From an optimization exercise on the open Yosys and OpenROAD flow, aimed at small area; shortcuts taken in it are not production practice. At most, simulation tests tie the RTL to the original design; equivalence was not proved. Power is estimated from default activity; no workload was simulated.

## dns_relay_query_id_table_unit
module dns_relay_query_id_table_unit #(
    parameter int TABLE_DEPTH = 8
) (
    input  logic        aclk,
    input  logic        aresetn,
    input  logic        s_tvalid,
    output logic        s_tready,
    input  logic [95:0] s_tdata,
    input  logic [1:0]  s_tuser,
    output logic        m_tvalid,
    input  logic        m_tready,
    output logic [71:0] m_tdata,
    output logic [2:0]  m_tuser,
    input  logic        cfg_wr_en,
    input  logic        cfg_index,
    input  logic [15:0] cfg_wdata
);
Size: about 1800 cells after synthesis, about 890 flip-flops, about 200 I/O pins.
export LEC_CHECK = 0
export ABC_AREA = 0
export CAP_MARGIN = 20
export CORE_MARGIN = 2
export CORE_UTILIZATION = 40
export SLEW_MARGIN = 20
create_clock -name core_clock -period 7.5 [get_ports {aclk}]
standard.sh (not shown) runs the stock make flow with config.mk's settings and CLKGATE_MAP_FILE= SYNTH_SCRIPT=/design/flow/synth_recipe.tcl, a recipe that flattens the netlist after the stock synthesis.
==> flow/flow/run.sh <==
#!/bin/bash
# The standard layout (the standard.sh, unchanged synthesis, floorplan, power grid and
# tap cells) with two placement/CTS options changed:
#  - port buffers use the smallest buffer cell (every port still gets its buffer)
#  - clock tree: small clock buffers and no dummy loads
# make's full output goes to flow_make.log here; each ORFS step keeps its own log under orfs/logs.
set -euo pipefail
bash standard.sh \
  BUFFER_PORTS_ARGS="-buffer_cell sky130_fd_sc_hd__buf_1" \
  CTS_ARGS="-sink_clustering_enable -repair_clock_nets -dont_use_dummy_load -buf_list sky130_fd_sc_hd__clkbuf_4 -sink_clustering_size 10 -sink_clustering_max_diameter 50" \
  finish > flow_make.log 2>&1
Change:
--- a/flow/design.v
+++ b/flow/design.v
@@ -217,24 +217,30 @@
                     st_ld  = 1'b1;
                     st_val = dnsr_pkg::STAT_SWEEP_DONE;
                 end
             end
         end
     end
     always_ff @(posedge aclk) begin
         ring <= {(wr_entry ? s_tdata[63:0] : tap), ring[8*ENTRY_W-1:ENTRY_W]};
         for (int j = 0; j < 8; j++) begin
             lanes[32*j +: 32] <= {((wr_stamp && (target == 3'(j))) ? now2 : lanes[32*j +: 2]),
                                   lanes[32*j+2 +: 30]};
         end
+        ed_reg <= {ed_reg[2:0], ev};
+        od_reg <= {od_reg[1:0], od};
+        cy_reg <= col1[2:1];
+        if (pass) begin
+            lt_reg <= lt_next;
+        end
     end
     always_ff @(posedge aclk) begin
         if (!aresetn) begin
             busy_reg    <= 1'b0;
             done_reg    <= 1'b0;
             mvalid_reg  <= 1'b0;
             b_reg       <= 4'd0;
             oldest_reg  <= 3'd0;
             count_reg   <= 4'd0;
             next_id_reg <= 16'd0;
             age_reg     <= dnsr_pkg::AGE_RESET;
             limit_reg   <= dnsr_pkg::LIMIT_RESET;
@@ -270,63 +276,49 @@
             if (grow) begin
                 count_reg <= count_reg + 4'd1;
             end
             if (cfg_wr_en) begin
                 if (cfg_index == dnsr_pkg::REG_KEEP_LIMIT) begin
                     limit_reg <= cfg_wdata[3:0];
                 end else begin
                     age_reg <= cfg_wdata;
                 end
             end
         end
     end
-    assign lt_reg      = o_ap_reg[7:0];
-    assign ed_reg      = o_ap_reg[11:8];
-    assign od_reg      = o_ap_reg[14:12];
-    assign cy_reg      = o_ap_reg[16:15];
-    assign started_reg = o_ap_reg[17];
-    assign scanned_reg = o_ap_reg[18];
-    assign win_reg     = o_ap_reg[19];
     always_ff @(posedge aclk) begin
         if (start) begin
-            o_ap_reg <= 48'd0;
-        end else if (fin) begin
-            o_ap_reg <= ld_ap ? tap[63:16] : 48'd0;
-        end else if (busy_reg) begin
-            if (pass) begin
-                o_ap_reg[7:0] <= lt_next;
-            end
-            o_ap_reg[11:8]  <= {ed_reg[2:0], ev};
-            o_ap_reg[14:12] <= {od_reg[1:0], od};
-            o_ap_reg[16:15] <= col1[2:1];
-            if (k3 == 3'd0) begin
-                o_ap_reg[17] <= 1'b1;
+            started_reg <= 1'b0;
+            scanned_reg <= 1'b0;
+            win_reg     <= 1'b0;
+            o_id_reg    <= 16'd0;
+            o_ap_reg    <= 48'd0;
+            o_rm_reg    <= 4'd0;
+            o_st_reg    <= 3'd0;
+        end else begin
+            if (busy_reg && (k3 == 3'd0)) begin
+                started_reg <= 1'b1;
             end
             if (scan_done) begin
-                o_ap_reg[18] <= 1'b1;
+                scanned_reg <= 1'b1;
             end
             if (pass || wr_stamp) begin
-                o_ap_reg[19] <= !lap_end;
+                win_reg <= !lap_end;
             end
-        end
-    end
-    always_ff @(posedge aclk) begin
-        if (start) begin
-            o_id_reg    <= 16'd0;
-            o_rm_reg    <= 4'd0;
-            o_st_reg    <= 3'd0;
-        end else begin
             if (ld_id) begin
                 o_id_reg <= id_val;
             end
+            if (ld_ap) begin
+                o_ap_reg <= tap[63:16];
+            end
             if (rm_inc) begin
                 o_rm_reg <= o_rm_reg + 4'd1;
             end
             if (rm_set) begin
                 o_rm_reg <= 4'd1;
             end
             if (st_ld) begin
                 o_st_reg <= st_val;
             end
         end
     end
     assign s_tready = done_reg;
Outcome: Global-route usage fell by 1.7 points. Die area is about the same. Flip-flop and latch count climbs by 20. Clock-buffer cell count is higher by 2. Routed wire length goes down by 13%. Worst hold slack hardly moves. Total power came out lower by 2.2%.
No functional check of the RTL was part of the first run of this note.

========
The RTL this note starts from:
==> flow/design.v <==
package dnsr_pkg;
    localparam int ID_W    = 16;
    localparam int ADDR_W  = 32;
    localparam int PORT_W  = 16;
    localparam int TIME_W  = 32;
    localparam int AGE_W   = 16;
    localparam int LIMIT_W = 4;
    localparam int REM_W   = 4;
    localparam int unsigned AGE_SCALE_MS = 1000;
    localparam logic [AGE_W-1:0]   AGE_RESET   = 16'd60;
    localparam logic [LIMIT_W-1:0] LIMIT_RESET = 4'd5;
    localparam logic REG_AGE_SECONDS = 1'b0;
    localparam logic REG_KEEP_LIMIT  = 1'b1;
    typedef enum logic [1:0] {
        CMD_ADD   = 2'd0,
        CMD_FIND  = 2'd1,
        CMD_SWEEP = 2'd2
    } cmd_t;
    typedef enum logic [2:0] {
        STAT_ADDED      = 3'd0,
        STAT_RETRANS    = 3'd1,
        STAT_REPLY_HIT  = 3'd2,
        STAT_REPLY_MISS = 3'd3,
        STAT_SWEEP_DONE = 3'd4
    } status_t;
    typedef enum logic [1:0] {
        S_IDLE,
        S_SCAN,
        S_WRITE,
        S_DONE
    } state_t;
    typedef struct packed {
        logic [ID_W-1:0]   local_id;
        logic [ID_W-1:0]   client_id;
        logic [ADDR_W-1:0] addr;
        logic [PORT_W-1:0] port;
        logic [TIME_W-1:0] stamp;
    } entry_t;
endpackage
module dns_relay_query_id_table_unit #(
    parameter int TABLE_DEPTH = 8
) (
    input  logic        aclk,
    input  logic        aresetn,
    input  logic        s_tvalid,
    output logic        s_tready,
    input  logic [95:0] s_tdata,
    input  logic [1:0]  s_tuser,
    output logic        m_tvalid,
    input  logic        m_tready,
    output logic [71:0] m_tdata,
    output logic [2:0]  m_tuser,
    input  logic        cfg_wr_en,
    input  logic        cfg_index,
    input  logic [15:0] cfg_wdata
);
    localparam int ENTRY_W = 64;
    logic [8*ENTRY_W-1:0] ring;
    logic [ENTRY_W-1:0]   tap;
    logic [8*32-1:0]      lanes;
    logic        busy_reg;
    logic        done_reg;
    logic        mvalid_reg;
    logic        started_reg;
    logic        scanned_reg;
    logic        win_reg;
    logic [3:0]  b_reg;
    logic [2:0]  oldest_reg;
    logic [3:0]  count_reg;
    logic [15:0] next_id_reg;
    logic [15:0] age_reg;
    logic [3:0]  limit_reg;
    logic [7:0]  lt_reg;
    logic [1:0]  cy_reg;
    logic [3:0]  ed_reg;
    logic [2:0]  od_reg;
    logic [15:0] o_id_reg;
    logic [47:0] o_ap_reg;
    logic [3:0]  o_rm_reg;
    logic [2:0]  o_st_reg;
    logic        is_add, is_find;
    logic [2:0]  ph;
    logic [2:0]  k3;
    logic        wrapped;
    logic [3:0]  k;
    logic [3:0]  e;
    logic [2:0]  target;
    logic [15:0] x;
    logic [15:0] sub;
    logic        add_active, add_end, add_hit;
    logic        f_inrange, f_at;
    logic        removable;
    logic        start;
    logic        lap_end;
    assign tap     = ring[ENTRY_W-1:0];
    assign is_add  = s_tuser == dnsr_pkg::CMD_ADD;
    assign is_find = s_tuser == dnsr_pkg::CMD_FIND;
    assign ph      = b_reg[2:0];
    assign k3      = ph - oldest_reg;
    assign wrapped = started_reg && (k3 == 3'd0);
    assign k       = {wrapped, k3};
    assign e       = count_reg - k;
    assign target  = oldest_reg + count_reg[2:0];
    assign lap_end = b_reg == 4'd15;
    always_comb begin
        if (is_find) begin
            x = s_tdata[15:0];
        end else if (done_reg) begin
            x = 16'hffff;
        end else if (scanned_reg) begin
            x = 16'd0;
        end else begin
            x = {12'd0, e};
        end
    end
    assign sub = next_id_reg - x;
    assign add_active = started_reg || (k3 == 3'd0);
    assign add_end    = k == count_reg;
    assign add_hit    = tap[15:0] == s_tdata[15:0];
    assign f_inrange = (sub[15:4] == 12'd0) && (sub[3:0] != 4'd0) && (sub[3:0] <= count_reg);
    assign f_at      = e == sub[3:0];
    assign start = !busy_reg && !done_reg && s_tvalid && !mvalid_reg;
    logic [1:0]  now2;
    logic        ev, od;
    logic [2:0]  col0, col1;
    logic [1:0]  cin;
    logic [1:0]  cut2;
    assign now2 = 2'(s_tdata[64 +: 32] >> {b_reg, 1'b0});
    assign ev   = (b_reg >= 4'd1 && b_reg <= 4'd8) ? age_reg[{b_reg[2:0] - 3'd1, 1'b0}] : 1'b0;
    assign od   = (b_reg >= 4'd2 && b_reg <= 4'd9) ? age_reg[{b_reg[2:0] - 3'd2, 1'b1}] : 1'b0;
    assign cin  = (b_reg == 4'd0) ? 2'd1 : cy_reg;
    assign col0 = 3'(now2[0]) + 3'(ed_reg[0]) + 3'(od) + 3'(!ed_reg[3]) + 3'(cin);
    assign col1 = 3'(now2[1]) + 3'(od) + 3'(ev) + 3'(!od_reg[2]) + 3'(col0[2:1]);
    assign cut2 = {col1[0], col0[0]};
    logic [7:0] lt_next;
    always_comb begin
        for (int j = 0; j < 8; j++) begin
            logic [1:0] s;
            logic       l;
            s = lanes[32*j +: 2];
            l = (b_reg == 4'd0) ? 1'b0 : lt_reg[j];
            l = (s[0] != cut2[0]) ? cut2[0] : l;
            l = (s[1] != cut2[1]) ? cut2[1] : l;
            lt_next[j] = l;
        end
    end
    assign removable = (count_reg != 4'd0) && (lt_reg[oldest_reg] || (count_reg > limit_reg));
    logic        fin;
    logic        in_lap;
    logic        scan_done;
    logic        wr_entry;
    logic        wr_stamp;
    logic        pass;
    logic        pop;
    logic        grow;
    logic        ld_id, ld_ap;
    logic [15:0] id_val;
    logic        rm_inc, rm_set;
    logic        st_ld;
    logic [2:0]  st_val;
    assign in_lap = win_reg || (b_reg == 4'd0);
    always_comb begin
        fin       = 1'b0;
        scan_done = 1'b0;
        wr_entry  = 1'b0;
        wr_stamp  = 1'b0;
        pass      = 1'b0;
        pop       = 1'b0;
        grow      = 1'b0;
        ld_id     = 1'b0;
        ld_ap     = 1'b0;
        id_val    = sub;
        rm_inc    = 1'b0;
        rm_set    = 1'b0;
        st_ld     = 1'b0;
        st_val    = dnsr_pkg::STAT_ADDED;
        if (busy_reg) begin
            if (is_add) begin
                if (!scanned_reg) begin
                    if (add_active) begin
                        if (add_end) begin
                            scan_done = 1'b1;
                        end else if (add_hit) begin
                            fin    = 1'b1;
                            ld_id  = 1'b1;
                            st_ld  = 1'b1;
                            st_val = dnsr_pkg::STAT_RETRANS;
                        end
                    end
                end else if (in_lap) begin
                    wr_stamp = 1'b1;
                    wr_entry = ph == target;
                    if (lap_end) begin
                        fin    = 1'b1;
                        ld_id  = 1'b1;
                        rm_set = count_reg[3];
                        if (count_reg[3]) begin
                            pop = 1'b1;
                        end else begin
                            grow = 1'b1;
                        end
                    end
                end
            end else if (is_find) begin
                if (!f_inrange) begin
                    fin    = 1'b1;
                    st_ld  = 1'b1;
                    st_val = dnsr_pkg::STAT_REPLY_MISS;
                end else if (f_at) begin
                    fin    = 1'b1;
                    ld_id  = 1'b1;
                    ld_ap  = 1'b1;
                    id_val = tap[15:0];
                    st_ld  = 1'b1;
                    st_val = dnsr_pkg::STAT_REPLY_HIT;
                end
            end else begin
                if (!scanned_reg) begin
                    if (in_lap) begin
                        pass      = 1'b1;
                        scan_done = lap_end;
                    end
                end else if (removable) begin
                    pop    = 1'b1;
                    rm_inc = 1'b1;
                end else begin
                    fin    = 1'b1;
                    st_ld  = 1'b1;
                    st_val = dnsr_pkg::STAT_SWEEP_DONE;
                end
            end
        end
    end
    always_ff @(posedge aclk) begin
        ring <= {(wr_entry ? s_tdata[63:0] : tap), ring[8*ENTRY_W-1:ENTRY_W]};
        for (int j = 0; j < 8; j++) begin
            lanes[32*j +: 32] <= {((wr_stamp && (target == 3'(j))) ? now2 : lanes[32*j +: 2]),
                                  lanes[32*j+2 +: 30]};
        end
        ed_reg <= {ed_reg[2:0], ev};
        od_reg <= {od_reg[1:0], od};
        cy_reg <= col1[2:1];
        if (pass) begin
            lt_reg <= lt_next;
        end
    end
    always_ff @(posedge aclk) begin
        if (!aresetn) begin
            busy_reg    <= 1'b0;
            done_reg    <= 1'b0;
            mvalid_reg  <= 1'b0;
            b_reg       <= 4'd0;
            oldest_reg  <= 3'd0;
            count_reg   <= 4'd0;
            next_id_reg <= 16'd0;
            age_reg     <= dnsr_pkg::AGE_RESET;
            limit_reg   <= dnsr_pkg::LIMIT_RESET;
        end else begin
            b_reg <= b_reg + 4'd1;
            if (mvalid_reg && m_tready) begin
                mvalid_reg <= 1'b0;
            end
            if (start) begin
                if (s_tuser == 2'd3) begin
                    done_reg <= 1'b1;
                end else begin
                    busy_reg <= 1'b1;
                end
            end
            if (fin) begin
                busy_reg <= 1'b0;
                done_reg <= 1'b1;
            end
            if (done_reg) begin
                done_reg   <= 1'b0;
                mvalid_reg <= s_tuser != 2'd3;
                if (is_add && o_st_reg == dnsr_pkg::STAT_ADDED) begin
                    next_id_reg <= sub;
                end
            end
            if (pop) begin
                oldest_reg <= oldest_reg + 3'd1;
                if (!is_add) begin
                    count_reg <= count_reg - 4'd1;
                end
            end
            if (grow) begin
                count_reg <= count_reg + 4'd1;
            end
            if (cfg_wr_en) begin
                if (cfg_index == dnsr_pkg::REG_KEEP_LIMIT) begin
                    limit_reg <= cfg_wdata[3:0];
                end else begin
                    age_reg <= cfg_wdata;
                end
            end
        end
    end
    always_ff @(posedge aclk) begin
        if (start) begin
            started_reg <= 1'b0;
            scanned_reg <= 1'b0;
            win_reg     <= 1'b0;
            o_id_reg    <= 16'd0;
            o_ap_reg    <= 48'd0;
            o_rm_reg    <= 4'd0;
            o_st_reg    <= 3'd0;
        end else begin
            if (busy_reg && (k3 == 3'd0)) begin
                started_reg <= 1'b1;
            end
            if (scan_done) begin
                scanned_reg <= 1'b1;
            end
            if (pass || wr_stamp) begin
                win_reg <= !lap_end;
            end
            if (ld_id) begin
                o_id_reg <= id_val;
            end
            if (ld_ap) begin
                o_ap_reg <= tap[63:16];
            end
            if (rm_inc) begin
                o_rm_reg <= o_rm_reg + 4'd1;
            end
            if (rm_set) begin
                o_rm_reg <= 4'd1;
            end
            if (st_ld) begin
                o_st_reg <= st_val;
            end
        end
    end
    assign s_tready = done_reg;
    assign m_tvalid = mvalid_reg;
    assign m_tdata  = {4'd0, o_rm_reg, o_ap_reg, o_id_reg};
    assign m_tuser  = o_st_reg;
endmodule
export LEC_CHECK = 0
export ABC_AREA = 0
export CAP_MARGIN = 20
export CORE_MARGIN = 2
export CORE_UTILIZATION = 40
export SLEW_MARGIN = 20
create_clock -name core_clock -period 7.5 [get_ports {aclk}]
Scripts as last shown in full above: flow/flow/run.sh
Edit:
--- a/flow/design.v
+++ b/flow/design.v
@@ -68,5 +68,5 @@
     logic [2:0]  oldest_reg;
     logic [3:0]  count_reg;
-    logic [15:0] next_id_reg;
+    logic [15:0] base_reg;
     logic [15:0] age_reg;
     logic [3:0]  limit_reg;
@@ -84,10 +84,6 @@
     logic        wrapped;
     logic [3:0]  k;
-    logic [3:0]  e;
     logic [2:0]  target;
-    logic [15:0] x;
-    logic [15:0] sub;
     logic        add_active, add_end, add_hit;
-    logic        f_inrange, f_at;
     logic        removable;
     logic        start;
@@ -100,24 +96,13 @@
     assign wrapped = started_reg && (k3 == 3'd0);
     assign k       = {wrapped, k3};
-    assign e       = count_reg - k;
     assign target  = oldest_reg + count_reg[2:0];
     assign lap_end = b_reg == 4'd15;
-    always_comb begin
-        if (is_find) begin
-            x = s_tdata[15:0];
-        end else if (done_reg) begin
-            x = 16'hffff;
-        end else if (scanned_reg) begin
-            x = 16'd0;
-        end else begin
-            x = {12'd0, e};
-        end
-    end
-    assign sub = next_id_reg - x;
+    logic [15:0] lid;
+    logic        find_hit;
+    assign lid = base_reg + {12'd0, k};
     assign add_active = started_reg || (k3 == 3'd0);
     assign add_end    = k == count_reg;
     assign add_hit    = tap[15:0] == s_tdata[15:0];
-    assign f_inrange = (sub[15:4] == 12'd0) && (sub[3:0] != 4'd0) && (sub[3:0] <= count_reg);
-    assign f_at      = e == sub[3:0];
+    assign find_hit   = lid == s_tdata[15:0];
     assign start = !busy_reg && !done_reg && s_tvalid && !mvalid_reg;
     logic [1:0]  now2;
@@ -170,5 +155,5 @@
         ld_id     = 1'b0;
         ld_ap     = 1'b0;
-        id_val    = sub;
+        id_val    = lid;
         rm_inc    = 1'b0;
         rm_set    = 1'b0;
@@ -181,4 +166,5 @@
                         if (add_end) begin
                             scan_done = 1'b1;
+                            ld_id     = 1'b1;
                         end else if (add_hit) begin
                             fin    = 1'b1;
@@ -193,5 +179,4 @@
                     if (lap_end) begin
                         fin    = 1'b1;
-                        ld_id  = 1'b1;
                         rm_set = count_reg[3];
                         if (count_reg[3]) begin
@@ -203,15 +188,17 @@
                 end
             end else if (is_find) begin
-                if (!f_inrange) begin
-                    fin    = 1'b1;
-                    st_ld  = 1'b1;
-                    st_val = dnsr_pkg::STAT_REPLY_MISS;
-                end else if (f_at) begin
-                    fin    = 1'b1;
-                    ld_id  = 1'b1;
-                    ld_ap  = 1'b1;
-                    id_val = tap[15:0];
-                    st_ld  = 1'b1;
-                    st_val = dnsr_pkg::STAT_REPLY_HIT;
+                if (add_active) begin
+                    if (add_end) begin
+                        fin    = 1'b1;
+                        st_ld  = 1'b1;
+                        st_val = dnsr_pkg::STAT_REPLY_MISS;
+                    end else if (find_hit) begin
+                        fin    = 1'b1;
+                        ld_id  = 1'b1;
+                        ld_ap  = 1'b1;
+                        id_val = tap[15:0];
+                        st_ld  = 1'b1;
+                        st_val = dnsr_pkg::STAT_REPLY_HIT;
+                    end
                 end
             end else begin
@@ -253,5 +240,5 @@
             oldest_reg  <= 3'd0;
             count_reg   <= 4'd0;
-            next_id_reg <= 16'd0;
+            base_reg    <= 16'd0;
             age_reg     <= dnsr_pkg::AGE_RESET;
             limit_reg   <= dnsr_pkg::LIMIT_RESET;
@@ -275,10 +262,8 @@
                 done_reg   <= 1'b0;
                 mvalid_reg <= s_tuser != 2'd3;
-                if (is_add && o_st_reg == dnsr_pkg::STAT_ADDED) begin
-                    next_id_reg <= sub;
-                end
             end
             if (pop) begin
                 oldest_reg <= oldest_reg + 3'd1;
+                base_reg   <= base_reg + 16'd1;
                 if (!is_add) begin
                     count_reg <= count_reg - 4'd1;
Effect:
- worst setup slack improves by 1000 ps
- clock-buffer cell count rose by 1
- sequential share of layout area rose by 0.53 points
- routed wire length fell by 2.5%
- hold slack degrades by 32 ps
- total power fell by 3.3%
- combinational power fell by 35%
- utilization fell by 0.18 points
- sequential power barely changes
- first-iteration DRC count fell by 10%
- final area fell by 0.78%
- clock power stays flat
- sequential cell count is unchanged
- register-to-register slack improves by 1000 ps
Function not checked in the second run of this note: the RTL went through the layout flow alone.

[port drivers added, routing unchanged]
Ports are ideal in the flow. The routed layouts listed here were re-timed in OpenROAD.
Step 1 (the two cells are an assumption about what drives the block):
set clk [get_ports {aclk}]
set_driving_cell -lib_cell sky130_fd_sc_hd__clkbuf_16 $clk
set_driving_cell -lib_cell sky130_fd_sc_hd__buf_2 [delete_from_list [all_inputs] $clk]
Step 2 times the ports against the registers' clock, not the clock port: input delays grow and output delays shrink by t, the midpoint of the rising clock arrivals with the driver on.
a / b / c = no drivers / after step 1 / after step 2; a / b = the first two.
run	shift t [ns]	setup WS [ns]	worst setup path after step 2	clock arrival spread, ns	worst data-port slew with drivers (ns)
the first run of note 1	0.871	1.471 / 1.471 / 1.471	register to register	0.108 / 0.108	0.07
the second run of note 1	0.858	1.665 / 1.665 / 1.665	register to register	0.140 / 0.140	0.07
the first run of note 2	0.873	1.233 / 1.233 / 1.233	register to register	0.146 / 0.146	0.08
the second run of note 2	0.879	2.277 / 2.277 / 2.277	register to register	0.170 / 0.169	0.12
After both steps setup and hold are still met in every run listed.
